From an optimization exercise on the open Yosys and OpenROAD flow, aimed at small area and a short achievable clock period; shortcuts taken in it are not production practice.
In this exercise RTL edits were held to simulation tests only and were not proved equivalent to the original.
No activity file was given, so power comes from the tool's default toggle rates.

## green
## trace_monitor_top
module trace_monitor_top (
    input  wire logic                          clk,
    input  wire logic                          rst_n,
    input  wire logic [32-1:0]        pc,
    input  wire logic [32-1:0] instr,
    input  wire logic                          en,
    input  wire logic [3:0]                    ctrl_addr,
    input  wire logic [32-1:0]        ctrl_wdata,
    input  wire logic                          ctrl_write_enable,
    output logic                               tvalid,
    input  wire logic                          tready,
    output logic [(32 + 32 + 32)-1:0]       tdata,
    output logic                               tlast,
    output logic                               halt_cpu
);
Size: roughly 1300 flip-flops, ~200 I/O pins.
==> flow/config.mk <==
export PLATFORM = sky130hd
export DESIGN_NAME = trace_monitor_top
export DESIGN_NICKNAME = trace_monitor_top
export VERILOG_FILES = /design/flow/design.v
export SDC_FILE = /design/flow/constraint.sdc
export NUM_CORES = 4
export LEC_CHECK = 0
export ABC_CLOCK_PERIOD_IN_PS = 1800
export CAP_MARGIN = 20
export CORE_MARGIN = 2
export CORE_UTILIZATION = 60
export CTS_CLUSTER_DIAMETER = 60
export CTS_CLUSTER_SIZE = 30
export SETUP_SLACK_MARGIN = 1.5
export SLEW_MARGIN = 20
==> flow/constraint.sdc <==
create_clock -name core_clock -period 3.5 [get_ports {clk}]
set_input_delay 0.7000 -clock core_clock [delete_from_list [all_inputs] [get_ports {clk}]]
set_output_delay 0.7000 -clock core_clock [all_outputs]
set_load 0.01 [all_outputs]
run.sh (not shown) runs the stock make flow with config.mk's settings and CLKGATE_MAP_FILE= SYNTH_SCRIPT=/design/flow/synth_recipe.tcl, a recipe that flattens the netlist after the stock synthesis.
Input changes introduced in orange (baseline for comparison: green):
==> flow/flow/run.sh (new file) <==
#!/bin/bash
# Standard ORFS layout (the standard.sh, standard synthesis unchanged),
# with the port buffers made from plain buf cells instead of the delay-cell
# buffer that buffer_ports picks by default. Each tool's output goes to the
# ORFS logs under orfs/logs/, and make's own output to flow_make.log here.
set -euo pipefail
export BUFFER_PORTS_ARGS="-buffer_cell sky130_fd_sc_hd__buf_2"
bash standard.sh finish > flow_make.log 2>&1
==> flow/standard.sh (new file) <==
#!/bin/bash
# synth_recipe.tcl (not shown) runs the flow's synth.tcl, then flattens the netlist and writes it again
# the make line also repeats each setting of config.mk as NAME=value (left out here)
make -C /OpenROAD-flow-scripts/flow DESIGN_CONFIG=/design/flow/config.mk WORK_HOME=/design/flow/orfs CLKGATE_MAP_FILE= SYNTH_SCRIPT=/design/flow/synth_recipe.tcl "${@:-finish}"
removed: flow/run.sh
### Flow results
The buffering stage count on the worst path with inverters included of orange is higher than that of green. green -> orange: area occupied by multi-input gates decreased by a few percent. On number of filler instances in the final layout: between orange and green, it ends up lower for green. Sequential share of layout area up 2.0 points in orange wrt green.

* * *

Setup of try-nickel:
Another version of the RTL of trace_monitor_top (not shown whole).
Size: about 3100 cells after synthesis, about 1300 flip-flops.
Design trace_monitor_top, start of the top module:
module trace_monitor_top (
    input  wire logic                          clk,
    input  wire logic                          rst_n,
    input  wire logic [32-1:0]        pc,
    input  wire logic [32-1:0] instr,
    input  wire logic                          en,
    input  wire logic [3:0]                    ctrl_addr,
    input  wire logic [32-1:0]        ctrl_wdata,
    input  wire logic                          ctrl_write_enable,
    output logic                               tvalid,
    input  wire logic                          tready,
    output logic [(32 + 32 + 32)-1:0]       tdata,
    output logic                               tlast,
    output logic                               halt_cpu
);
==> flow/config.mk <==
export PLATFORM = sky130hd
export DESIGN_NAME = trace_monitor_top
export DESIGN_NICKNAME = trace_monitor_top
export VERILOG_FILES = /design/flow/design.v
export SDC_FILE = /design/flow/constraint.sdc
export NUM_CORES = 4
export LEC_CHECK = 0
export ABC_CLOCK_PERIOD_IN_PS = 1800
export CAP_MARGIN = 20
export CORE_MARGIN = 2
export CORE_UTILIZATION = 60
export CTS_CLUSTER_DIAMETER = 60
export CTS_CLUSTER_SIZE = 30
export SETUP_SLACK_MARGIN = 1.65
export SLEW_MARGIN = 20
==> flow/constraint.sdc <==
create_clock -name core_clock -period 3.5 [get_ports {clk}]
set_input_delay 0.7000 -clock core_clock [delete_from_list [all_inputs] [get_ports {clk}]]
set_output_delay 0.7000 -clock core_clock [all_outputs]
set_load 0.01 [all_outputs]
standard.sh (not shown) runs the stock make flow with config.mk's settings and CLKGATE_MAP_FILE= SYNTH_SCRIPT=/design/flow/synth_recipe.tcl, a recipe that flattens the netlist after the stock synthesis.
==> flow/flow/run.sh <==
#!/bin/bash
# Standard ORFS layout (the standard.sh, standard synthesis unchanged),
# with the port buffers made from plain buf cells instead of the delay-cell
# buffer that buffer_ports picks by default. Each tool's output goes to the
# ORFS logs under orfs/logs/, and make's own output to flow_make.log here.
set -euo pipefail
export BUFFER_PORTS_ARGS="-buffer_cell sky130_fd_sc_hd__buf_2"
bash standard.sh finish > flow_make.log 2>&1
Edits applied to the flow inputs when going from try-nickel to try-violet:
Settings: SETUP_SLACK_MARGIN changed from 1.65 to 1.7; CORE_UTILIZATION changed from 60 to 65; ABC_CLOCK_PERIOD_IN_PS changed from 1800 to 1600.
## What came out
Across both runs, die area was lower for try-violet than for try-nickel.
try-violet ended with less clock skew than try-nickel.
[compare] base=try-nickel new=try-violet: met3 wirelength from detailed routing went up about 50%, total power went up about 0.9%, routed wire length went up about 10%, horizontal die dimension went down about 4%.
Edits applied to the flow inputs when going from try-violet to try-lagoon:
Settings: ABC_CLOCK_PERIOD_IN_PS changed from 1600 to 1800; SETUP_SLACK_MARGIN changed from 1.7 to 1.5; CORE_UTILIZATION changed from 65 to 60.
## What came out
Of the two values seen for end point of the critical path, delta[24]$_DFFE_PN0P_ was produced by try-violet and lo_ge_l$_DFF_P_ by try-lagoon. What try-violet reported for leakage power has to be multiplied by 0.919 to get the figure for try-lagoon. Cmp try-lagoon and try-violet / proportion of cell area occupied by registers / lower: try-violet. Of try-lagoon and try-violet, the higher utilization belongs to try-violet.
Relative to try-lagoon, the following input files were edited for try-harbor:
Settings: ABC_AREA now 1, previously not set; ABC_CLOCK_PERIOD_IN_PS no longer set, was 1800.
## What came out
try-lagoon did not stop at any stage, and its layout met the timing, DRC and antenna checks. try-harbor: full flow OK, the timing, DRC and antenna checks passed. try-harbor vs. try-lagoon: total wire length after detailed routing went up by 5.1%. Going from try-lagoon to try-harbor, first-pass GRT wire length saw an increase; ratio of routed vias to standard cells saw a decrease; count of plain and timing-repair buffers in the layout saw a decrease. [compare] base=try-lagoon new=try-harbor: worst setup slack grew by 0.060 ns, final clock period utilization by the worst path shrank by 1.7 points. try-harbor gives less final period demand of the worst path than try-lagoon did. Highest-delay cell along the critical path: nor3_4 -> try-lagoon, dfxtp_2 -> try-harbor.

static timing again, ports no longer ideal:
Ports are ideal in the flow. The routed layouts listed here were re-timed in OpenROAD. Step 1, drivers: a clkbuf_16 drives clk and a buf_2 each remaining input, both assumed. Step 2 also shifts input and output timing later by t, the mid clock arrival at the registers, as if the neighbouring blocks saw the same clock. Three values: ideal, step 1, step 2; two values: the first two.
run	shift t [ns]	setup WS [ns]	hold slack, ns	slew at the worst register clock pin (ns)
green	0.710	1.362 / 1.362 / 0.864	0.140 / 0.105 / 0.307	0.10 / 0.10
orange	0.724	1.370 / 1.370 / 0.957	0.078 / 0.053 / 0.315	0.11 / 0.11
try-nickel	0.714	1.518 / 1.508 / 1.012	0.078 / 0.032 / 0.332	0.11 / 0.11
try-violet	0.720	1.434 / 1.434 / 0.965	0.019 / -0.028 / 0.336	0.11 / 0.11
try-lagoon	0.703	1.478 / 1.478 / 0.963	0.102 / 0.061 / 0.335	0.11 / 0.11
try-harbor	0.733	1.539 / 1.467 / 1.029	0.078 / 0.061 / 0.296	0.11 / 0.11
After both steps setup and hold are still met in every run listed. For try-lagoon, which loses most, drivers alone change the setup slack by 0.000 ns; drivers and shift together by -0.515 ns.
